What follows belongs to an exercise in optimizing a design on an open flow for small area, a short achievable clock period and few clock cycles per item; a production flow would make more cautious choices. At most, simulation tests tie the RTL to the original design; equivalence was not proved. Power and IR drop assume default switching activity.

==> sierra <==
==> flow/design.v (excerpt) <==
module instr_fetch_unit
#(
  parameter int          IMEM_DEPTH   = 128,
  parameter logic [31:0] RESET_PC     = 32'h0000_0000,
  parameter int          WAIT_TIMEOUT = 16
) (
  input  logic                  clk,
  input  logic                  rst,
  input  logic                  run,
  input  logic                  imem_we,
  input  logic [6:0]            imem_waddr,
  input  logic [31:0]           imem_wdata,
  output logic [31:0]           instrword,
  output logic                  newinstr,
  input  logic                  instrdone,
  input  logic                  aluzero,
  output logic [31:0]           pc,
  output logic                  halted,
  output logic                  fault
);
==> module instr_fetch_unit, before the edit <==
module instr_fetch_unit
#(
  parameter int          IMEM_DEPTH   = 128,
  parameter logic [31:0] RESET_PC     = 32'h0000_0000,
  parameter int          WAIT_TIMEOUT = 16
) (
  input  logic                  clk,
  input  logic                  rst,
  input  logic                  run,
  input  logic                  imem_we,
  input  logic [6:0]            imem_waddr,
  input  logic [31:0]           imem_wdata,
  output logic [31:0]           instrword,
  output logic                  newinstr,
  input  logic                  instrdone,
  input  logic                  aluzero,
  output logic [31:0]           pc,
  output logic                  halted,
  output logic                  fault
);
  logic [31:0] imem [IMEM_DEPTH];
  logic        busy_q;             
  logic [31:2] pc_q;
  logic [31:0] instrword_q;
  logic [31:0] fall_q;             
  logic [6:0]  raddr_q;
  logic        newinstr_q;
  logic        halted_q, fault_q;
  logic [4:0]  wait_cnt_q;
  always_ff @(posedge clk) begin
    if (imem_we) imem[imem_waddr] <= imem_wdata;
  end
  logic [31:0] rdata;
  assign rdata = imem[raddr_q];
  logic [5:0]  opcode;
  logic        is_j, is_beq, is_bne, is_halt;
  assign opcode  = instrword_q[31:26];
  assign is_j    = (opcode == instr_fetch_unit_pkg::OP_J);
  assign is_beq  = (opcode == instr_fetch_unit_pkg::OP_BEQ);
  assign is_bne  = (opcode == instr_fetch_unit_pkg::OP_BNE);
  assign is_halt = (instrword_q == instr_fetch_unit_pkg::HALT_WORD);
  logic [31:2] pc4, br_tgt, taken_pc;
  logic [6:0]  tgt_addr;
  assign pc4      = {22'd0, {1'b0, pc_q[8:2]} + 8'd1};
  assign br_tgt   = pc4 + {{14{instrword_q[15]}}, instrword_q[15:0]};
  assign taken_pc = is_j ? {4'd0, instrword_q[25:0]} : br_tgt;
  assign tgt_addr = is_j ? instrword_q[6:0] : raddr_q + instrword_q[6:0];
  logic taken;
  assign taken = is_j | (is_beq & aluzero) | (is_bne & ~aluzero);
  logic        fall_oor, taken_oor, next_oor;
  assign fall_oor  = &pc_q[8:2];
  assign taken_oor = |taken_pc[31:9];
  assign next_oor  = taken ? taken_oor : fall_oor;
  logic [6:0] fall_addr;
  assign fall_addr = pc_q[8:2] + 7'd1;
  always_ff @(posedge clk) begin
    if (rst) begin
      busy_q     <= 1'b0;
      pc_q       <= RESET_PC[31:2];
      raddr_q    <= RESET_PC[8:2];
      newinstr_q <= 1'b0;
      halted_q   <= 1'b0;
      fault_q    <= 1'b0;
      wait_cnt_q <= '0;
    end else begin
      newinstr_q <= 1'b0;
      if (!halted_q) begin
        if (!busy_q) begin
          if (|pc_q[31:9]) begin
            halted_q <= 1'b1;
            fault_q  <= 1'b1;
          end else if (run) begin
            busy_q      <= 1'b1;
            newinstr_q  <= 1'b1;
            instrword_q <= rdata;
            raddr_q     <= raddr_q + 7'd1;
            wait_cnt_q  <= '0;
          end
        end else begin
          wait_cnt_q <= wait_cnt_q + 5'd1;
          if (newinstr_q) begin
            fall_q  <= rdata;
            raddr_q <= tgt_addr;
          end
          if (instrdone) begin
            if (is_halt) begin
              halted_q <= 1'b1;
            end else begin
              pc_q <= taken ? taken_pc : pc4;
              if (run && !next_oor) begin
                newinstr_q  <= 1'b1;
                instrword_q <= taken ? rdata : fall_q;
                raddr_q     <= taken ? raddr_q + 7'd1 : fall_addr + 7'd1;
                wait_cnt_q  <= '0;
              end else begin
                busy_q  <= 1'b0;
                raddr_q <= taken ? raddr_q : fall_addr;
              end
            end
          end else if (wait_cnt_q[4]) begin
            halted_q <= 1'b1;
            fault_q  <= 1'b1;
          end
        end
      end
    end
  end
  assign instrword = instrword_q;
  assign newinstr  = newinstr_q;
  assign pc        = {pc_q, 2'b00};
  assign halted    = halted_q;
  assign fault     = fault_q;
endmodule
make LEC_CHECK=0 CAP_MARGIN=20 CORE_MARGIN=2 CORE_UTILIZATION=40 SLEW_MARGIN=20 finish   # period 5.5 ns
run.sh (not shown) runs the stock make flow with config.mk's settings and CLKGATE_MAP_FILE= SYNTH_SCRIPT=/design/flow/synth_recipe.tcl, a recipe that flattens the netlist after the stock synthesis.
==> quartz: changes against sierra <==
==> flow/design.v (replaced) <==
package instr_fetch_unit_pkg;
  localparam logic [5:0] OP_RTYPE = 6'd0;
  localparam logic [5:0] OP_J     = 6'd2;
  localparam logic [5:0] OP_BEQ   = 6'd4;
  localparam logic [5:0] OP_BNE   = 6'd5;
  localparam logic [5:0] OP_LW    = 6'd35;
  localparam logic [5:0] OP_SW    = 6'd43;
  localparam logic [31:0] HALT_WORD = 32'hFFFF_FFFF;
  typedef enum logic [2:0] {
    ST_IDLE  = 3'd0,
    ST_FETCH = 3'd1,
    ST_ISSUE = 3'd2,
    ST_WAIT  = 3'd3,
    ST_HALT  = 3'd4
  } fetch_state_t;
endpackage
module next_pc_logic
(
  input  logic [31:0] pc,
  input  logic [31:0] instrword,
  input  logic        aluzero,
  output logic [31:0] next_pc
);
  logic [31:0] pc4;
  logic [31:0] br_off;
  logic [5:0]  opcode;
  assign pc4    = pc + 32'd4;
  assign opcode = instrword[31:26];
  assign br_off = {{14{instrword[15]}}, instrword[15:0], 2'b00};
  always_comb begin
    next_pc = pc4;
    case (opcode)
      instr_fetch_unit_pkg::OP_BEQ:  if (aluzero)  next_pc = pc4 + br_off;
      instr_fetch_unit_pkg::OP_BNE:  if (!aluzero) next_pc = pc4 + br_off;
      instr_fetch_unit_pkg::OP_J:    next_pc = {pc4[31:28], instrword[25:0], 2'b00};
      default: next_pc = pc4;
    endcase
  end
endmodule
module instr_fetch_unit
#(
  parameter int          IMEM_DEPTH   = 128,
  parameter logic [31:0] RESET_PC     = 32'h0000_0000,
  parameter int          WAIT_TIMEOUT = 16
) (
  input  logic                  clk,
  input  logic                  rst,
  input  logic                  run,
  input  logic                  imem_we,
  input  logic [6:0]            imem_waddr,
  input  logic [31:0]           imem_wdata,
  output logic [31:0]           instrword,
  output logic                  newinstr,
  input  logic                  instrdone,
  input  logic                  aluzero,
  output logic [31:0]           pc,
  output logic                  halted,
  output logic                  fault
);
  localparam int CW = $clog2(WAIT_TIMEOUT + 1);
  logic [31:0] imem [IMEM_DEPTH];
  instr_fetch_unit_pkg::fetch_state_t state_q, state_d;
  logic [31:0]  pc_q, pc_d;
  logic [31:0]  instrword_q, instrword_d;
  logic         newinstr_q, newinstr_d;
  logic         halted_q, halted_d;
  logic         fault_q, fault_d;
  logic [CW-1:0] wait_cnt_q, wait_cnt_d;
  logic [31:0]  next_pc;
  next_pc_logic u_next_pc (
    .pc        (pc_q),
    .instrword (instrword_q),
    .aluzero   (aluzero),
    .next_pc   (next_pc)
  );
  always_ff @(posedge clk) begin
    if (imem_we) imem[imem_waddr] <= imem_wdata;
  end
  always_comb begin
    state_d     = state_q;
    pc_d        = pc_q;
    instrword_d = instrword_q;
    newinstr_d  = 1'b0;
    halted_d    = halted_q;
    fault_d     = fault_q;
    wait_cnt_d  = wait_cnt_q;
    case (state_q)
      instr_fetch_unit_pkg::ST_IDLE: begin
        if (run) state_d = instr_fetch_unit_pkg::ST_FETCH;
      end
      instr_fetch_unit_pkg::ST_FETCH: begin
        if (|pc_q[31:9]) begin
          halted_d = 1'b1;
          fault_d  = 1'b1;
          state_d  = instr_fetch_unit_pkg::ST_HALT;
        end else begin
          instrword_d = imem[pc_q[8:2]];
          newinstr_d  = 1'b1;
          state_d     = instr_fetch_unit_pkg::ST_ISSUE;
        end
      end
      instr_fetch_unit_pkg::ST_ISSUE: begin
        wait_cnt_d = '0;
        state_d    = instr_fetch_unit_pkg::ST_WAIT;
      end
      instr_fetch_unit_pkg::ST_WAIT: begin
        if (instrdone) begin
          if (instrword_q == instr_fetch_unit_pkg::HALT_WORD) begin
            halted_d = 1'b1;
            state_d  = instr_fetch_unit_pkg::ST_HALT;
          end else begin
            pc_d    = next_pc;
            state_d = run ? instr_fetch_unit_pkg::ST_FETCH : instr_fetch_unit_pkg::ST_IDLE;
          end
        end else if (wait_cnt_q == CW'(WAIT_TIMEOUT - 1)) begin
          halted_d = 1'b1;
          fault_d  = 1'b1;
          state_d  = instr_fetch_unit_pkg::ST_HALT;
        end else begin
          wait_cnt_d = wait_cnt_q + CW'(1);
        end
      end
      instr_fetch_unit_pkg::ST_HALT: state_d = instr_fetch_unit_pkg::ST_HALT;
      default: state_d = instr_fetch_unit_pkg::ST_IDLE;
    endcase
  end
  always_ff @(posedge clk) begin
    if (rst) begin
      state_q     <= instr_fetch_unit_pkg::ST_IDLE;
      pc_q        <= RESET_PC;
      instrword_q <= '0;
      newinstr_q  <= 1'b0;
      halted_q    <= 1'b0;
      fault_q     <= 1'b0;
      wait_cnt_q  <= '0;
    end else begin
      state_q     <= state_d;
      pc_q        <= pc_d;
      instrword_q <= instrword_d;
      newinstr_q  <= newinstr_d;
      halted_q    <= halted_d;
      fault_q     <= fault_d;
      wait_cnt_q  <= wait_cnt_d;
    end
  end
  assign instrword     = instrword_q;
  assign newinstr      = newinstr_q;
  assign pc            = pc_q;
  assign halted        = halted_q;
  assign fault         = fault_q;
endmodule
==> raven: changes against sierra <==
--- a/flow/design.v
+++ b/flow/design.v
@@ -59,4 +59,5 @@
 );
   logic [31:0] imem [IMEM_DEPTH];
+  logic [31:0] imem_d [IMEM_DEPTH];
   logic        busy_q;             
   logic [31:2] pc_q;
@@ -67,9 +68,51 @@
   logic        halted_q, fault_q;
   logic [4:0]  wait_cnt_q;
+  logic        taken_oor_q;        
+  logic [IMEM_DEPTH-1:0] wsel, whold;
+  always_comb begin
+    wsel = '0;
+    wsel[imem_waddr] = imem_we;
+    whold = ~wsel;
+  end
+  for (genvar w = 0; w < IMEM_DEPTH; w++) begin : g_word
+    for (genvar b = 0; b < 32; b++) begin : g_bit
+      ifu_mem_cell u_cell (
+        .q    (imem[w][b]),
+        .hold (whold[w]),
+        .wd   (imem_wdata[b]),
+        .we   (wsel[w]),
+        .d    (imem_d[w][b])
+      );
+    end
+  end
   always_ff @(posedge clk) begin
-    if (imem_we) imem[imem_waddr] <= imem_wdata;
+    for (int w = 0; w < IMEM_DEPTH; w++) imem[w] <= imem_d[w];
+  end
+  localparam int NG = (IMEM_DEPTH + 2) / 3;
+  logic [3*NG-1:0] rsel;
+  always_comb begin
+    rsel = '0;
+    rsel[raddr_q] = 1'b1;
   end
   logic [31:0] rdata;
-  assign rdata = imem[raddr_q];
+  for (genvar b = 0; b < 32; b++) begin : g_rbit
+    logic [NG-1:0] part_n;
+    for (genvar g = 0; g < NG; g++) begin : g_grp
+      if (3*g + 2 < IMEM_DEPTH) begin : g_3
+        ifu_rd3 u_rd (
+          .s   (rsel[3*g+2:3*g]),
+          .d   ({imem[3*g+2][b], imem[3*g+1][b], imem[3*g][b]}),
+          .y_n (part_n[g])
+        );
+      end else begin : g_2
+        ifu_rd2 u_rd (
+          .s   (rsel[3*g+1:3*g]),
+          .d   ({imem[3*g+1][b], imem[3*g][b]}),
+          .y_n (part_n[g])
+        );
+      end
+    end
+    assign rdata[b] = ~&part_n;
+  end
   logic [5:0]  opcode;
   logic        is_j, is_beq, is_bne, is_halt;
@@ -90,5 +133,5 @@
   assign fall_oor  = &pc_q[8:2];
   assign taken_oor = |taken_pc[31:9];
-  assign next_oor  = taken ? taken_oor : fall_oor;
+  assign next_oor  = taken ? taken_oor_q : fall_oor;
   logic [6:0] fall_addr;
   assign fall_addr = pc_q[8:2] + 7'd1;
@@ -119,6 +162,7 @@
           wait_cnt_q <= wait_cnt_q + 5'd1;
           if (newinstr_q) begin
-            fall_q  <= rdata;
-            raddr_q <= tgt_addr;
+            fall_q      <= rdata;
+            raddr_q     <= tgt_addr;
+            taken_oor_q <= taken_oor;
           end
           if (instrdone) begin
@@ -151,2 +195,25 @@
   assign fault     = fault_q;
 endmodule
+module ifu_mem_cell (
+  input  logic q,
+  input  logic hold,
+  input  logic wd,
+  input  logic we,
+  output logic d
+);
+  assign d = (q & hold) | (wd & we);
+endmodule
+module ifu_rd3 (
+  input  logic [2:0] s,
+  input  logic [2:0] d,
+  output logic       y_n
+);
+  assign y_n = ~|(s & d);
+endmodule
+module ifu_rd2 (
+  input  logic [1:0] s,
+  input  logic [1:0] d,
+  output logic       y_n
+);
+  assign y_n = ~|(s & d);
+endmodule
ABC_CLOCK_PERIOD_IN_PS = 2500   (was unset)
CORE_UTILIZATION = 60   (was 40)
SETUP_SLACK_MARGIN = 2.8   (was unset)
SYNTH_HIERARCHICAL = 1   (was unset)
==> summary of the runs <==
raven produced a layout that fails on max-capacitance violations, max-slew violations. quartz went through all stages and came out clean. sierra went through all stages and came out clean. In fmax, raven and sierra hardly differ. Critical path depth is the same in sierra and quartz. Between sierra and raven, the lower clock power is in sierra (gap about 7%, measured against raven). Die area: sierra > quartz > raven.
Testbench counts of sierra, summed over its fixed seeds: cycles 47,671, items 12,000.
Testbench counts of quartz, summed over its fixed seeds: cycles 59,671, items 12,000.
Only the layout flow was run in raven; the RTL was not checked for function there.

-- static timing again, ports no longer ideal --
The results above use ideal ports. As a check the final layouts listed here were re-extracted and re-timed, cells and wires unchanged. Step 1: set_driving_cell puts a clkbuf_16 on clk and a buf_2 on each other input, an assumption about the parent block. Step 2, shift: input delay + t, output delay - t, t = (earliest + latest rising clock arrival at the registers) / 2. This alone moves slack from input paths to output paths. Slacks: ideal ports / drivers / drivers and shift; pairs: ideal ports / drivers.
run | t, ns | slack for setup (ns) | worst setup path at the end | latest minus earliest clock arrival (ns) | cell pins on the clock port's net
sierra | 1.065 | 0.231 / 0.231 / 0.231 | register to register | 0.057 / 0.056 | 1
quartz | 0.998 | 0.841 / 0.841 / 0.841 | register to register | 0.098 / 0.097 | 1
raven | 1.120 | 0.222 / 0.222 / 0.222 | register to register | 0.078 / 0.078 | 1
